This is an optimization exercise on Yosys and OpenROAD, whose aim is small area and a short achievable clock period, not a production implementation. Only simulation tests tie the RTL to the original design; equivalence was not proved. No activity file was given, so power comes from the tool's default toggle rates.

==> job 2937 <==
// pio_machine
module pio_machine (
  input  logic                    clk,
  input  logic                    reset,
  input  logic                    en,
  input  logic [15:0]             div_int,
  input  logic [9:0]             wrap,        
  input  logic [23:0]            pin_cfg,     
  input  logic [1:0]             shift_cfg,   
  input  logic                    prog_we,
  input  logic [5-1:0]    prog_addr,
  input  logic [16-1:0] prog_data,
  input  logic [32-1:0]  input_pins,
  input  logic [32-1:0]  din,
  input  logic                    empty,
  input  logic                    full,
  output logic [5-1:0]    pc,
  output logic                    push,
  output logic                    pull,
  output logic [32-1:0]  dout,
  output logic [32-1:0]  output_pins,
  output logic [32-1:0]  pin_directions,
  output logic [32-1:0]  output_pins_stb
);
export LEC_CHECK = 0
export ABC_AREA = 1
export CAP_MARGIN = 20
export CORE_MARGIN = 2
export CORE_UTILIZATION = 55
export CTS_BUF_LIST = sky130_fd_sc_hd__clkbuf_8
export SETUP_SLACK_MARGIN = 5
export SLEW_MARGIN = 20
create_clock -name core_clock -period 10.0 [get_ports {clk}]
standard.sh (not shown) runs the stock make flow with config.mk's settings and CLKGATE_MAP_FILE= SYNTH_SCRIPT=/design/flow/synth_recipe.tcl, a recipe that flattens the netlist after the stock synthesis.
==> flow/flow/run.sh <==
#!/bin/bash
# The standard layout (standard synthesis, floorplan, placement, CTS, routing) with
# config.mk's settings and two changes: the port buffers that placement inserts on every
# input and output are sky130_fd_sc_hd__buf_1 (timing repair still resizes them), and clock
# tree synthesis adds no dummy load cells. The make run's full output, including each
# tool's, goes to layout.log here; ORFS also keeps each step's log under orfs/logs/.
set -euo pipefail
bash standard.sh \
  "BUFFER_PORTS_ARGS=-buffer_cell sky130_fd_sc_hd__buf_1" \
  "CTS_ARGS=-sink_clustering_enable -repair_clock_nets -buf_list sky130_fd_sc_hd__clkbuf_8 -dont_use_dummy_load" \
  finish > layout.log 2>&1
==> inputs of job 8458, as changes to job 2937 <==
--- a/flow/design.v
+++ b/flow/design.v
@@ -17,86 +17,71 @@
   output logic [5-1:0]    pc,
   output logic                    push,
   output logic                    pull,
   output logic [32-1:0]  dout,
   output logic [32-1:0]  output_pins,
   output logic [32-1:0]  pin_directions,
   output logic [32-1:0]  output_pins_stb
 );
-  logic [9:0]  wrap_r;
-  always_ff @(posedge clk) wrap_r <= wrap;
   logic [4:0] wrap_top, wrap_target;
   logic [4:0] set_base, out_base, in_base;
   logic [2:0] set_count;
   logic [5:0] out_count;
   logic       in_right, out_right;
-  assign {wrap_top, wrap_target} = wrap_r;
+  assign {wrap_top, wrap_target} = wrap;
   assign {set_base, set_count, out_base, out_count, in_base} = pin_cfg;
   assign {in_right, out_right} = shift_cfg;
   function automatic logic [31:0] rotr(input logic [31:0] v, input logic [4:0] s);
     logic [31:0] t;
     t = v;
     if (s[0]) t = {t[0],     t[31:1]};
     if (s[1]) t = {t[1:0],   t[31:2]};
     if (s[2]) t = {t[3:0],   t[31:4]};
     if (s[3]) t = {t[7:0],   t[31:8]};
     if (s[4]) t = {t[15:0],  t[31:16]};
     rotr = t;
   endfunction
-  function automatic logic [31:0] rotl(input logic [31:0] v, input logic [4:0] s);
-    logic [31:0] t;
-    t = v;
-    if (s[0]) t = {t[30:0], t[31]};
-    if (s[1]) t = {t[29:0], t[31:30]};
-    if (s[2]) t = {t[27:0], t[31:28]};
-    if (s[3]) t = {t[23:0], t[31:24]};
-    if (s[4]) t = {t[15:0], t[31:16]};
-    rotl = t;
-  endfunction
   function automatic logic [31:0] therm(input logic [4:0] v);
     for (int i = 0; i < 32; i++) therm[i] = (5'(i) < v);
   endfunction
-  logic [15:0] dcnt, dcnt_inc, dcnt_d;
-  logic        tick, dwrap, dcnt_z;    
-  assign dcnt_inc = dcnt + 16'd1;
-  assign dwrap    = (dcnt_inc == div_int) || (div_int == 16'd0);
-  assign tick     = en && dcnt_z;
+  logic [15:0] dcnt, dcnt_d;
+  logic        tick, dcnt_z;    
+  assign tick = en && dcnt_z;
   always_comb begin
-    if (reset)   dcnt_d = '0;
-    else if (en) dcnt_d = dwrap ? 16'd0 : dcnt_inc;
-    else         dcnt_d = dcnt;
+    if (reset)       dcnt_d = '0;
+    else if (!en)    dcnt_d = dcnt;
+    else if (dcnt_z) dcnt_d = div_int;
+    else             dcnt_d = dcnt - 16'd1;
   end
   always_ff @(posedge clk) begin
     dcnt   <= dcnt_d;
-    dcnt_z <= (dcnt_d == 16'd0);
+    dcnt_z <= (dcnt_d[15:1] == 15'd0);
   end
   logic [15:0] mem [32];
   logic [15:0] instr;
   logic [4:0]  pc_next, dly;
   logic        busy, go, stall, advance, jmp;
   logic [2:0] op, a;
   logic [4:0] b;
   assign op = instr[15:13];
   assign a  = instr[7:5];
   assign b  = instr[4:0];
   assign busy    = !dly_z;
   assign go      = tick && !busy;
   assign advance = go && !stall;
-  logic [4:0] target;
-  always_comb begin
-    if (jmp)                 target = b;
-    else if (pc == wrap_top) target = wrap_target;
-    else                     target = pc + 5'd1;
-  end
+  logic [4:0] target, seq;
+  assign target = jmp ? b : seq;
   always_comb begin
     if (reset)        pc_next = 5'd0;
     else if (advance) pc_next = target;
     else              pc_next = pc;
   end
+  always_ff @(posedge clk)
+    seq <= (pc_next == wrap_top) ? wrap_target : pc_next + 5'd1;
   function automatic logic [14:0] amounts(input logic [15:0] w, input logic [23:0] pcfg,
                                          input logic [1:0] scfg);
     logic [2:0] wop, wa, wsel;
     logic [4:0] wb, sb, ob, ib, xa, xb;
     logic       w_out, w_in, w_mov, w_set, w_spins, w_rev, w_shr;
     wop = w[15:13]; wa = w[7:5]; wb = w[4:0];
     sb = pcfg[23:19]; ob = pcfg[15:11]; ib = pcfg[4:0];
     w_out = (wop == 3'd3);
@@ -112,51 +97,63 @@
     else              xa = 5'd0;
     if (w_set && (wa == 3'd0 || wa == 3'd4))      xb = 5'd0 - sb;
     else if ((w_out && (wa == 3'd0 || wa == 3'd4)) ||
              (w_mov && wa == 3'd0))                           xb = 5'd0 - ob;
     else if (w_in && scfg[1] && w_spins)                               xb = wb;
     else                                                               xb = 5'd0;
     amounts = {xa, xb, (w_shr ? wb : (5'd0 - wb))};
   endfunction
-  function automatic logic [12:0] selects(input logic [15:0] w, input logic [1:0] scfg);
+  function automatic logic [6:0] jconds(input logic [15:0] w);
+    logic [2:0] wa;
+    logic       wj;
+    wa = w[7:5];
+    wj = (w[15:13] == 3'd0);
+    jconds = {wj && wa == 3'd0, wj && wa == 3'd1, wj && wa == 3'd2, wj && wa == 3'd3,
+              wj && wa == 3'd4, wj && wa == 3'd5, wj && wa == 3'd7};
+  endfunction
+  function automatic logic [11:0] selects(input logic [15:0] w, input logic [1:0] scfg);
     logic [2:0] wop, wa, wsel;
     logic       w_out, w_in, w_mov, w_set, w_pp;
     wop = w[15:13]; wa = w[7:5];
     w_out = (wop == 3'd3);
     w_in  = (wop == 3'd2);
     w_mov = (wop == 3'd5);
     w_set = (wop == 3'd7);
     w_pp  = (wop == 3'd4);
     if (w_mov)     wsel = w[2:0];
     else if (w_pp) wsel = 3'd1;
     else           wsel = wa;
     selects = {wsel == 3'd1, wsel == 3'd2, wsel == 3'd6,
-               wsel == 3'd7, wsel == 3'd0, w_pp,
+               wsel == 3'd7, wsel == 3'd0,
                w_mov && w[4:3] == 2'd1, w_mov && w[4:3] == 2'd2,
                w_set, w_out,
                scfg[1] && wa != 3'd0,
                !scfg[1], scfg[1] && wa == 3'd0};
   endfunction
   logic [15:0] rd;
   logic [4:0]  vamt_a, vamt_b, vamt, samt;
-  logic        s_x, s_y, s_isr, s_osr, s_pins, s_pp, s_inv, s_rev, s_set, s_out,
+  logic        j_al, j_xz, j_xnz, j_yz, j_ynz, j_ne, j_os;
+  logic        s_x, s_y, s_isr, s_osr, s_pins, s_inv, s_rev, s_set, s_out,
                s_mrg, s_inl, s_inpt;
   logic [4:0] raddr;
   logic       refresh, iload;
-  assign raddr = reset ? 5'd0 : (refresh ? pc : target);
+  logic [4:0] seq_addr;
+  assign seq_addr = reset ? 5'd0 : (refresh ? pc : seq);
+  assign raddr    = (jmp && !reset && !refresh) ? b : seq_addr;
   assign rd    = mem[raddr];
   assign iload = reset || refresh || advance;
   always_ff @(posedge clk) begin
     if (prog_we) mem[prog_addr] <= prog_data;
     refresh <= prog_we;
     if (iload) begin
       instr        <= rd;
       {vamt_a, vamt_b, samt} <= amounts(rd, pin_cfg, shift_cfg);
-      {s_x, s_y, s_isr, s_osr, s_pins, s_pp, s_inv, s_rev, s_set, s_out,
+      {j_al, j_xz, j_xnz, j_yz, j_ynz, j_ne, j_os} <= jconds(rd);
+      {s_x, s_y, s_isr, s_osr, s_pins, s_inv, s_rev, s_set, s_out,
        s_mrg, s_inl, s_inpt} <= selects(rd, shift_cfg);
     end
   end
   logic [4:0] dly_d;
   logic       dly_z;    
   always_comb begin
     if (reset)             dly_d = '0;
     else if (advance)      dly_d = instr[12:8];
@@ -180,66 +177,58 @@
   assign pp_pull  = instr[7];
   assign pp_block = instr[5];
   logic [31:0] lm, tm;      
   assign lm = (b == 5'd0) ? 32'hFFFF_FFFF : therm(b);
   always_comb for (int i = 0; i < 32; i++) tm[i] = lm[31-i];
   logic [31:0] x, y, isr, osr;
   logic [5:0]  osr_count;
   assign dout = isr;
-  logic        dsel_y, dz;
+  logic        dsel_y;
   logic [31:0] dv, dvm1;
   assign dsel_y = (a == 3'd3) || (a == 3'd4);
   assign dv     = dsel_y ? y : x;
   assign dvm1   = dv - 32'd1;
-  assign dz     = (dv == '0);
-  logic cond;
-  always_comb begin
-    case (a)
-      3'd0:       cond = 1'b1;
-      3'd1, 3'd3: cond = dz;
-      3'd2, 3'd4: cond = !dz;
-      3'd5:       cond = (x != y);
-      3'd7:       cond = !osr_count[5];    
-      default:    cond = 1'b0;
-    endcase
-  end
-  assign jmp = is_jmp && cond;
+  logic xz, yz;
+  assign xz  = (x == '0);
+  assign yz  = (y == '0);
+  assign jmp = j_al || (j_xz && xz) || (j_xnz && !xz) || (j_yz && yz) || (j_ynz && !yz) ||
+               (j_ne && (x != y)) || (j_os && !osr_count[5]);
   assign stall = go && is_pp && pp_block && (pp_pull ? empty : full);
   logic        pre_push, pre_pull;
   logic [15:0] instr_d;
   assign instr_d = iload ? rd : instr;
   always_ff @(posedge clk) begin
-    pre_push <= (dcnt_d == 16'd0) && (dly_d == 5'd0) &&
+    pre_push <= (dcnt_d[15:1] == 15'd0) && (dly_d == 5'd0) &&
                 (instr_d[15:13] == 3'd4) && !instr_d[7];
-    pre_pull <= (dcnt_d == 16'd0) && (dly_d == 5'd0) &&
+    pre_pull <= (dcnt_d[15:1] == 15'd0) && (dly_d == 5'd0) &&
                 (instr_d[15:13] == 3'd4) && instr_d[7];
   end
   assign push     = en && !full && pre_push;
   assign pull     = en && !empty && pre_pull;
   logic [31:0] src_np, src, mval;
   assign src_np = ({32{s_x}} & x) | ({32{s_y}} & y) | ({32{s_isr}} & isr) | ({32{s_osr}} & osr);
-  assign src    = s_pins ? input_pins : ((s_pp && !empty) ? din : src_np);
+  assign src    = s_pins ? input_pins : src_np;
   always_comb begin
     for (int i = 0; i < 32; i++)
       mval[i] = s_rev ? src[31-i] : (src[i] ^ s_inv);
   end
   logic [31:0] rin, rout;
   always_comb begin
     for (int i = 0; i < 32; i++)
       rin[i] = s_out ? osr[i] : ((s_mrg && lm[i]) ? src_np[i] : isr[i]);
   end
   assign rout = rotr(rin, samt);
   logic [31:0] osr_sh;
   assign osr_sh = rout & ~(out_right ? tm : lm);
   logic [31:0] vin, vrot;
   always_comb begin
     if (s_set)      vin = {27'd0, b};
     else if (s_out) vin = osr & (out_right ? lm : tm);    
-    else             vin = mval;
+    else            vin = mval;
   end
   assign vamt = vamt_a + vamt_b;
   assign vrot = rotr(vin, vamt);
   logic [31:0] isr_sh, in_m, in_d;
   assign in_m = s_inl ? lm : (s_inpt ? tm : 32'd0);
   assign in_d = vrot;
   always_comb
     for (int i = 0; i < 32; i++) isr_sh[i] = in_m[i] ? in_d[i] : rout[i];
@@ -278,17 +267,17 @@
   end
   logic [6:0] ocnt_sum;
   assign ocnt_sum = {1'b0, osr_count} + ((b == 5'd0) ? 7'd32 : {2'd0, b});
   always_ff @(posedge clk) begin
     if (reset) begin
       osr       <= '0;
       osr_count <= 6'd32;
     end else if (osr_ld) begin
-      osr       <= res;
+      osr       <= (is_pp && !empty) ? din : res;    
       osr_count <= '0;
     end else if (osr_shift) begin
       osr       <= osr_sh;
       osr_count <= (ocnt_sum > 7'd32) ? 6'd32 : ocnt_sum[5:0];
     end
   end
   logic [4:0]  wbase;
   logic [5:0]  wcnt;
==> flow/flow/run.sh (replaced) <==
#!/bin/bash
set -euo pipefail
bash standard.sh SETUP_SLACK_MARGIN=5.7 \
  "BUFFER_PORTS_ARGS=-buffer_cell sky130_fd_sc_hd__buf_1" \
  "CTS_ARGS=-sink_clustering_enable -repair_clock_nets -buf_list sky130_fd_sc_hd__clkbuf_8 -dont_use_dummy_load" \
  finish > layout.log 2>&1
- SETUP_SLACK_MARGIN: 5 -> default
==> inputs of job 6189, as changes to job 2937 <==
--- a/flow/design.v
+++ b/flow/design.v
@@ -17,24 +17,22 @@
   output logic [5-1:0]    pc,
   output logic                    push,
   output logic                    pull,
   output logic [32-1:0]  dout,
   output logic [32-1:0]  output_pins,
   output logic [32-1:0]  pin_directions,
   output logic [32-1:0]  output_pins_stb
 );
-  logic [9:0]  wrap_r;
-  always_ff @(posedge clk) wrap_r <= wrap;
   logic [4:0] wrap_top, wrap_target;
   logic [4:0] set_base, out_base, in_base;
   logic [2:0] set_count;
   logic [5:0] out_count;
   logic       in_right, out_right;
-  assign {wrap_top, wrap_target} = wrap_r;
+  assign {wrap_top, wrap_target} = wrap;
   assign {set_base, set_count, out_base, out_count, in_base} = pin_cfg;
   assign {in_right, out_right} = shift_cfg;
   function automatic logic [31:0] rotr(input logic [31:0] v, input logic [4:0] s);
     logic [31:0] t;
     t = v;
     if (s[0]) t = {t[0],     t[31:1]};
     if (s[1]) t = {t[1:0],   t[31:2]};
     if (s[2]) t = {t[3:0],   t[31:4]};
@@ -50,29 +48,28 @@
     if (s[2]) t = {t[27:0], t[31:28]};
     if (s[3]) t = {t[23:0], t[31:24]};
     if (s[4]) t = {t[15:0], t[31:16]};
     rotl = t;
   endfunction
   function automatic logic [31:0] therm(input logic [4:0] v);
     for (int i = 0; i < 32; i++) therm[i] = (5'(i) < v);
   endfunction
-  logic [15:0] dcnt, dcnt_inc, dcnt_d;
-  logic        tick, dwrap, dcnt_z;    
-  assign dcnt_inc = dcnt + 16'd1;
-  assign dwrap    = (dcnt_inc == div_int) || (div_int == 16'd0);
-  assign tick     = en && dcnt_z;
+  logic [15:0] dcnt, dcnt_d;
+  logic        tick, dcnt_z;    
+  assign tick = en && dcnt_z;
   always_comb begin
-    if (reset)   dcnt_d = '0;
-    else if (en) dcnt_d = dwrap ? 16'd0 : dcnt_inc;
-    else         dcnt_d = dcnt;
+    if (reset)       dcnt_d = '0;
+    else if (!en)    dcnt_d = dcnt;
+    else if (dcnt_z) dcnt_d = div_int;
+    else             dcnt_d = dcnt - 16'd1;
   end
   always_ff @(posedge clk) begin
     dcnt   <= dcnt_d;
-    dcnt_z <= (dcnt_d == 16'd0);
+    dcnt_z <= (dcnt_d[15:1] == 15'd0);
   end
   logic [15:0] mem [32];
   logic [15:0] instr;
   logic [4:0]  pc_next, dly;
   logic        busy, go, stall, advance, jmp;
   logic [2:0] op, a;
   logic [4:0] b;
   assign op = instr[15:13];
@@ -112,51 +109,51 @@
     else              xa = 5'd0;
     if (w_set && (wa == 3'd0 || wa == 3'd4))      xb = 5'd0 - sb;
     else if ((w_out && (wa == 3'd0 || wa == 3'd4)) ||
              (w_mov && wa == 3'd0))                           xb = 5'd0 - ob;
     else if (w_in && scfg[1] && w_spins)                               xb = wb;
     else                                                               xb = 5'd0;
     amounts = {xa, xb, (w_shr ? wb : (5'd0 - wb))};
   endfunction
-  function automatic logic [12:0] selects(input logic [15:0] w, input logic [1:0] scfg);
+  function automatic logic [11:0] selects(input logic [15:0] w, input logic [1:0] scfg);
     logic [2:0] wop, wa, wsel;
     logic       w_out, w_in, w_mov, w_set, w_pp;
     wop = w[15:13]; wa = w[7:5];
     w_out = (wop == 3'd3);
     w_in  = (wop == 3'd2);
     w_mov = (wop == 3'd5);
     w_set = (wop == 3'd7);
     w_pp  = (wop == 3'd4);
     if (w_mov)     wsel = w[2:0];
     else if (w_pp) wsel = 3'd1;
     else           wsel = wa;
     selects = {wsel == 3'd1, wsel == 3'd2, wsel == 3'd6,
-               wsel == 3'd7, wsel == 3'd0, w_pp,
+               wsel == 3'd7, wsel == 3'd0,
                w_mov && w[4:3] == 2'd1, w_mov && w[4:3] == 2'd2,
                w_set, w_out,
                scfg[1] && wa != 3'd0,
                !scfg[1], scfg[1] && wa == 3'd0};
   endfunction
   logic [15:0] rd;
   logic [4:0]  vamt_a, vamt_b, vamt, samt;
-  logic        s_x, s_y, s_isr, s_osr, s_pins, s_pp, s_inv, s_rev, s_set, s_out,
+  logic        s_x, s_y, s_isr, s_osr, s_pins, s_inv, s_rev, s_set, s_out,
                s_mrg, s_inl, s_inpt;
   logic [4:0] raddr;
   logic       refresh, iload;
   assign raddr = reset ? 5'd0 : (refresh ? pc : target);
   assign rd    = mem[raddr];
   assign iload = reset || refresh || advance;
   always_ff @(posedge clk) begin
     if (prog_we) mem[prog_addr] <= prog_data;
     refresh <= prog_we;
     if (iload) begin
       instr        <= rd;
       {vamt_a, vamt_b, samt} <= amounts(rd, pin_cfg, shift_cfg);
-      {s_x, s_y, s_isr, s_osr, s_pins, s_pp, s_inv, s_rev, s_set, s_out,
+      {s_x, s_y, s_isr, s_osr, s_pins, s_inv, s_rev, s_set, s_out,
        s_mrg, s_inl, s_inpt} <= selects(rd, shift_cfg);
     end
   end
   logic [4:0] dly_d;
   logic       dly_z;    
   always_comb begin
     if (reset)             dly_d = '0;
     else if (advance)      dly_d = instr[12:8];
@@ -203,26 +200,26 @@
     endcase
   end
   assign jmp = is_jmp && cond;
   assign stall = go && is_pp && pp_block && (pp_pull ? empty : full);
   logic        pre_push, pre_pull;
   logic [15:0] instr_d;
   assign instr_d = iload ? rd : instr;
   always_ff @(posedge clk) begin
-    pre_push <= (dcnt_d == 16'd0) && (dly_d == 5'd0) &&
+    pre_push <= (dcnt_d[15:1] == 15'd0) && (dly_d == 5'd0) &&
                 (instr_d[15:13] == 3'd4) && !instr_d[7];
-    pre_pull <= (dcnt_d == 16'd0) && (dly_d == 5'd0) &&
+    pre_pull <= (dcnt_d[15:1] == 15'd0) && (dly_d == 5'd0) &&
                 (instr_d[15:13] == 3'd4) && instr_d[7];
   end
   assign push     = en && !full && pre_push;
   assign pull     = en && !empty && pre_pull;
   logic [31:0] src_np, src, mval;
   assign src_np = ({32{s_x}} & x) | ({32{s_y}} & y) | ({32{s_isr}} & isr) | ({32{s_osr}} & osr);
-  assign src    = s_pins ? input_pins : ((s_pp && !empty) ? din : src_np);
+  assign src    = s_pins ? input_pins : src_np;
   always_comb begin
     for (int i = 0; i < 32; i++)
       mval[i] = s_rev ? src[31-i] : (src[i] ^ s_inv);
   end
   logic [31:0] rin, rout;
   always_comb begin
     for (int i = 0; i < 32; i++)
       rin[i] = s_out ? osr[i] : ((s_mrg && lm[i]) ? src_np[i] : isr[i]);
@@ -278,17 +275,17 @@
   end
   logic [6:0] ocnt_sum;
   assign ocnt_sum = {1'b0, osr_count} + ((b == 5'd0) ? 7'd32 : {2'd0, b});
   always_ff @(posedge clk) begin
     if (reset) begin
       osr       <= '0;
       osr_count <= 6'd32;
     end else if (osr_ld) begin
-      osr       <= res;
+      osr       <= (is_pp && !empty) ? din : res;    
       osr_count <= '0;
     end else if (osr_shift) begin
       osr       <= osr_sh;
       osr_count <= (ocnt_sum > 7'd32) ? 6'd32 : ocnt_sum[5:0];
     end
   end
   logic [4:0]  wbase;
   logic [5:0]  wcnt;
==> comparison table <==
| item | job 2937 | job 8458 | job 6189 |
|---|---|---|---|
| Clock buf count | 141 | 140 | 139 |
| Post-layout instance count excluding filler cells | 7111 | 7390 | 7098 |
| Final instance area | 51900 sq um | 52800 sq um | 51100 sq um |
| Seq pwr | 3.79 mW | 3.86 mW | 3.73 mW |
| Number of flip-flops and latches in the synthesized netlist | 826 | 827 | 815 |
| Clock-pin transition on the worst setup and hold timing paths | 0.05 ns | 0.06 ns | 0.06 ns |
| Portion of the layout cell area used by non-clock buffers | 5.83% | 5.79% | 5.79% |
| Outcome | finished clean | finished clean | finished clean |
| Setup slack of the worst register-to-register path | 5.00 ns | 5.64 ns | 5.07 ns |
| Met1 track demand over resource in global routing | 53.3% | 51.5% | 50.5% |
| Total number of sequential cells | 826 | 827 | 815 |
| Buffers, non-clock | 461 | 469 | 460 |
| Core Util, Final | 63.1% | 63.1% | 62.3% |
| Total number of tap cells | 1070 | 1134 | 1070 |
| Comb_multi_in | 3973 | 4130 | 3932 |
| Combinational share of power | 37.6% | 53.1% | 38.1% |
| P_leak | 20.6 nW | 21.6 nW | 20.6 nW |
| Post-synthesis xor/xnor area fraction | 1.97% | 1.66% | 1.58% |

separate check: timing with driven ports:
The results above use ideal ports. As a check the final layouts listed here were re-extracted and re-timed, cells and wires unchanged.
Step 1, drivers: a clkbuf_16 drives clk and a buf_2 each remaining input, both assumed.
Step 2, shift: input delay + t, output delay - t, t = (earliest + latest rising clock arrival at the registers) / 2. This alone moves slack from input paths to output paths.
Slacks: ideal ports / drivers / drivers and shift; pairs: ideal ports / drivers.
run	shift t [ns]	setup slack, ns	pins driven straight from the clock port
job 2937	0.869	4.933 / 4.959 / 4.113	1
job 8458	0.873	5.640 / 5.613 / 4.877	1
job 6189	0.879	5.074 / 5.074 / 4.240	1
After both steps setup and hold are still met in every run listed. The setup slack of job 6189, which loses most, moves by 0.000 ns with the drivers and by -0.834 ns with both steps.
